What follows belongs to an exercise in optimizing a design on an open flow for small area and a short achievable clock period; a production flow would make more cautious choices.
In this exercise RTL edits were held to simulation tests only and were not proved equivalent to the original.
The clock port is modelled as an ideal driver; clocking choices that lean on that would not hold on a real chip.
Power is estimated from default activity; no workload was simulated.

// exec_core
module exec_core (
    input  logic        clk,
    input  logic        reset,
    input  logic        instr_valid,
    input  logic [31:0] instr,
    input  logic [31:0] instr_pc,
    output logic        wb_valid,
    output logic [2:0]  wb_addr,
    output logic [31:0] wb_data,
    output logic        branch_taken,
    output logic [31:0] branch_target
);
Size: about 340 flip-flops, roughly 140 I/O pins.
export LEC_CHECK = 0
export CAP_MARGIN = 20
export CORE_MARGIN = 2
export CORE_UTILIZATION = 55
export PLACE_DENSITY = 0.72
export SLEW_MARGIN = 20
export TNS_END_PERCENT = 0
create_clock -name core_clock -period 12.0 [get_ports {clk}]
standard.sh (not shown) runs the stock make flow with config.mk's settings and CLKGATE_MAP_FILE= SYNTH_SCRIPT=/design/flow/synth_recipe.tcl, a recipe that flattens the netlist after the stock synthesis.
==> flow/flow/run.sh <==
#!/bin/bash
# Standard layout, with plain buffers on the ports, a clock tree of fewer, larger leaf clusters
# and setup repair aimed below the clock period.
set -euo pipefail
bash standard.sh "BUFFER_PORTS_ARGS=-buffer_cell sky130_fd_sc_hd__buf_2" "SETUP_SLACK_MARGIN=7" \
  "CTS_ARGS=-sink_clustering_enable -repair_clock_nets -sink_clustering_size 20 -sink_clustering_max_diameter 60 -buf_list {sky130_fd_sc_hd__clkbuf_8} -dont_use_dummy_load" \
  finish > standard_flow.log 2>&1
Rerun with:
CORE_UTILIZATION = 40   (was 55)
PLACE_DENSITY = 0.6   (was 0.72)
After rerunning: Final cell count goes up by 8.5%; clock skew goes down by 0.025 ns; register-to-register slack is about the same; total power goes up by 0.78%; setup slack loses 0.071 ns; wire length goes up by 5.3%.
Rerun with:
==> flow/flow/run.sh (replaced) <==
#!/bin/bash
# Standard layout, with plain buffers on the ports, a clock tree of fewer, larger leaf clusters
# and setup repair aimed below the clock period.
set -euo pipefail
bash standard.sh "BUFFER_PORTS_ARGS=-buffer_cell sky130_fd_sc_hd__buf_2" "SETUP_SLACK_MARGIN=7" \
  "CTS_ARGS=-sink_clustering_enable -repair_clock_nets -sink_clustering_size 20 -sink_clustering_max_diameter 60 -buf_list {sky130_fd_sc_hd__clkbuf_4 sky130_fd_sc_hd__clkbuf_8 sky130_fd_sc_hd__clkbuf_16} -dont_use_dummy_load" \
  finish > standard_flow.log 2>&1
After rerunning: Routed wire length hardly moves. Worst setup slack improves by 0.083 ns. Cell area increases slightly. Cell count stays flat.

========
Setup of run A:
Another version of the RTL of exec_core (not shown whole).
For scale: roughly 1900 cells after synthesis, roughly 140 I/O pins, about 20000 µm² of cells after synthesis.
export LEC_CHECK = 0
export CAP_MARGIN = 20
export CORE_MARGIN = 2
export CORE_UTILIZATION = 40
export PLACE_DENSITY = 0.6
export SLEW_MARGIN = 20
export TNS_END_PERCENT = 0
create_clock -name core_clock -period 12.0 [get_ports {clk}]
==> flow/flow/run.sh <==
#!/bin/bash
# Standard layout, with plain buffers on the ports, a clock tree of fewer, larger leaf clusters
# and setup repair aimed below the clock period.
set -euo pipefail
bash standard.sh "BUFFER_PORTS_ARGS=-buffer_cell sky130_fd_sc_hd__buf_2" "SETUP_SLACK_MARGIN=7" \
  "CTS_ARGS=-sink_clustering_enable -repair_clock_nets -sink_clustering_size 20 -sink_clustering_max_diameter 60 -buf_list {sky130_fd_sc_hd__clkbuf_8} -dont_use_dummy_load" \
  finish > standard_flow.log 2>&1
Run A reached the final stage; the timing, DRC and antenna checks on its layout passed.
What run B does differently from run A at the input level:
-- flow/flow/run.sh --
<<< run A, line 2
# Standard layout, with plain buffers on the ports, a clock tree of fewer, larger leaf clusters
# and setup repair aimed below the clock period.
>>> run B, line 2
# Standard layout, with plain buffers on the ports, a clock tree of fewer, larger leaf clusters,
# setup repair aimed below the clock period and extra repair passes after the clock tree.
<<< run A, line 7
>>> run B, line 7
  "POST_CTS_TCL=$(pwd)/flow/post_cts.tcl" \
==> flow/flow/post_cts.tcl (new file) <==
# More setup repair passes after the clock tree: each repair_timing call with repair_tns 0
# works the worst endpoint until it stalls, so later calls can pick up from there.
repair_timing_helper
repair_timing_helper
detailed_placement
check_placement -verbose
==> results.txt <==
Between run A and run B, the routed wire length figures differ only marginally. [compare] base=run A new=run B: minimum setup slack in the final design +20 ps, worst hold slack held, switching power went up, portion of total power attributed to combinational logic neither gained nor lost much. Status: switching share of power parity (run B, run A). Against run A, run B reports a fmax that is higher. ~same cell-internal power in run A and run B. Run A has lower met1 usage in global routing than run B. From run A to run B the numbers moved as follows: utilization of the core after routing saw an increase; total vias in the final route stayed essentially flat.
#### Input delta (run C over run B)
Settings: setting CTS_BUF_LIST to sky130_fd_sc_hd__clkbuf_4 sky130_fd_sc_hd__clkbuf_8 for the first time.
==> flow/flow/run.sh <==
#!/bin/bash
# Standard layout, with plain buffers on the ports and setup repair aimed below the clock period.
set -euo pipefail
bash standard.sh "BUFFER_PORTS_ARGS=-buffer_cell sky130_fd_sc_hd__buf_2" "SETUP_SLACK_MARGIN=7" finish > standard_flow.log 2>&1
removed: flow/flow/post_cts.tcl
Results
Combinational fraction of design power for run C: 4.2 points down relative to run B. Compared with run B, run C shows a met3 wirelength from detailed routing that is 150 µm higher. Relative to run B, the clock power measured on run C has increased by more than half. Diff run B -> run C: combinational power now sits lower, antenna cell count now sits at about the same level, detailed-route vias per instance now sits lower.
Modified inputs, run D compared to run C
Settings: removing CTS_BUF_LIST (formerly sky130_fd_sc_hd__clkbuf_4 sky130_fd_sc_hd__clkbuf_8).
==> flow/flow/run.sh <==
#!/bin/bash
# Standard layout, with plain buffers on the ports, a clock tree of fewer, larger leaf clusters
# and setup repair aimed below the clock period.
set -euo pipefail
bash standard.sh "BUFFER_PORTS_ARGS=-buffer_cell sky130_fd_sc_hd__buf_2" "SETUP_SLACK_MARGIN=7" \
  "CTS_ARGS=-sink_clustering_enable -repair_clock_nets -sink_clustering_size 20 -sink_clustering_max_diameter 60 -buf_list {sky130_fd_sc_hd__clkbuf_4 sky130_fd_sc_hd__clkbuf_8 sky130_fd_sc_hd__clkbuf_16} -dont_use_dummy_load" \
  finish > standard_flow.log 2>&1
==> results.txt <==
- Every run in the comparison, run D and run C, completed the flow with a clean layout.
- Worst hold slack essentially unchanged between run D and run C.
- Number of global-route vias before repair, run D and run C: lower on run D
- Between run C and run D, the flow reports total power decreasing by a little under 10%.
- Status: non-clock buffer share of cell area parity (run D, run C)
- Diff run C -> run D | worst IR drop on VDD | decrease of 23 µV
- Against run C, run D comes in 7.9% lower on net switching power.
- Routing usage on met3 in run D is 1.7 points lower than in run C
- On final cycle utilization of the critical path, run D and run C are neck and neck.

========
exec_core, a different RTL version from the one above (not shown whole).
Size: roughly 2400 cells after synthesis, roughly 340 flip-flops, about 23000 um^2 of cells after synthesis.
Settings: LEC_CHECK=0, CAP_MARGIN=20, CORE_MARGIN=2, CORE_UTILIZATION=40, CTS_BUF_LIST=sky130_fd_sc_hd__clkbuf_4 sky130_fd_sc_hd__clkbuf_8, PLACE_DENSITY=0.6, SLEW_MARGIN=20; clock period 12.0 ns.
run.sh (not shown) runs the stock make flow with config.mk's settings and CLKGATE_MAP_FILE= SYNTH_SCRIPT=/design/flow/synth_recipe.tcl, a recipe that flattens the netlist after the stock synthesis.
Stock flow here: none of the scripts above is used.
==> next run, changes <==
Settings changed: CTS_BUF_LIST sky130_fd_sc_hd__clkbuf_4 sky130_fd_sc_hd__clkbuf_8 to default, SETUP_SLACK_MARGIN from default to 5.
Result:
- The changed run went through all stages and came out clean
- first-iteration DRC count climbs by 1.4%
- sequential cell count does not change
- power climbs by 6.8%
- non-clock buffer count drops by 1
- design area climbs by 1.2%
==> next run, changes <==
Settings changed: SETUP_SLACK_MARGIN 5 to default.
Routed wire length is lower by 0.30%.
Worst hold slack gets better by 0.0045 ns.
Non-clock buffer count stays the same.
Total power is about the same.
Final area is about the same.
Setup slack got worse by 0.60 ns.
==> next run, changes <==
==> flow/flow/run.sh (new file) <==
#!/bin/bash
# Standard layout, with plain buffers on the ports and setup repair aimed below the clock period.
set -euo pipefail
bash standard.sh "BUFFER_PORTS_ARGS=-buffer_cell sky130_fd_sc_hd__buf_2" "SETUP_SLACK_MARGIN=7" finish > standard_flow.log 2>&1
==> flow/standard.sh (new file) <==
#!/bin/bash
# synth_recipe.tcl (not shown) runs the flow's synth.tcl, then flattens the netlist and writes it again
# the make line also repeats each setting of config.mk as NAME=value (left out here)
make -C /OpenROAD-flow-scripts/flow DESIGN_CONFIG=/design/flow/config.mk WORK_HOME=/design/flow/orfs CLKGATE_MAP_FILE= SYNTH_SCRIPT=/design/flow/synth_recipe.tcl "${@:-finish}"
removed: flow/run.sh
The new run ran to the end with no violations.
Routed wire length increases by about a fifth.
Clock skew decreases by 0.0052 ns.
Count of clock-buffer cells in the layout increases by 1.
First-iteration DRC count increases by roughly a tenth.
Setup slack gains 2.0 ns.
Die area stays the same.
Final area increases by about a fifth.
Power increases by a little under a tenth.
Global-route usage increases by 4.7 points.
Sequential share of layout area decreases by 5.4 points.

==> port drivers added, routing unchanged <==
No port has a modelled driver above. Below, the same layouts with a new extraction and two added sets of constraints.
Step 1, drivers: a clkbuf_16 drives clk and a buf_2 each remaining input, both assumed.
Step 2 also shifts input and output timing later by t, the mid clock arrival at the registers, as if the neighbouring blocks saw the same clock.
a / b / c = ideal ports / drivers / drivers and shift; a / b = the first two.
run | shift t [ns] | setup slack, ns | worst hold slack (ns)
the first run of note 1 | 0.683 | 6.356 / 6.306 / 5.746 | 0.527 / 0.527 / 0.527
the second run of note 1 | 0.688 | 6.285 / 6.230 / 5.729 | 0.529 / 0.529 / 0.529
the third run of note 1 | 0.635 | 6.368 / 6.306 / 5.927 | 0.528 / 0.528 / 0.528
run A | 0.690 | 6.183 / 6.133 / 5.815 | 0.507 / 0.507 / 0.507
run B | 0.684 | 6.204 / 6.153 / 5.743 | 0.508 / 0.508 / 0.508
run C | 0.704 | 6.178 / 6.125 / 5.793 | 0.502 / 0.502 / 0.502
run D | 0.627 | 6.182 / 6.128 / 5.827 | 0.504 / 0.504 / 0.504
the first run of note 3 | 0.737 | 4.334 / 4.370 / 3.633 | 0.516 / 0.516 / 0.516
the second run of note 3 | 0.641 | 5.016 / 4.957 / 4.626 | 0.521 / 0.521 / 0.521
the third run of note 3 | 0.643 | 4.419 / 4.451 / 3.808 | 0.525 / 0.525 / 0.525
the fourth run of note 3 | 0.633 | 6.385 / 6.326 / 6.231 | 0.522 / 0.522 / 0.522
After both steps setup and hold are still met in every run listed. For the first run of note 3, which loses most, drivers alone change the setup slack by +0.036 ns; drivers and shift together by -0.701 ns.
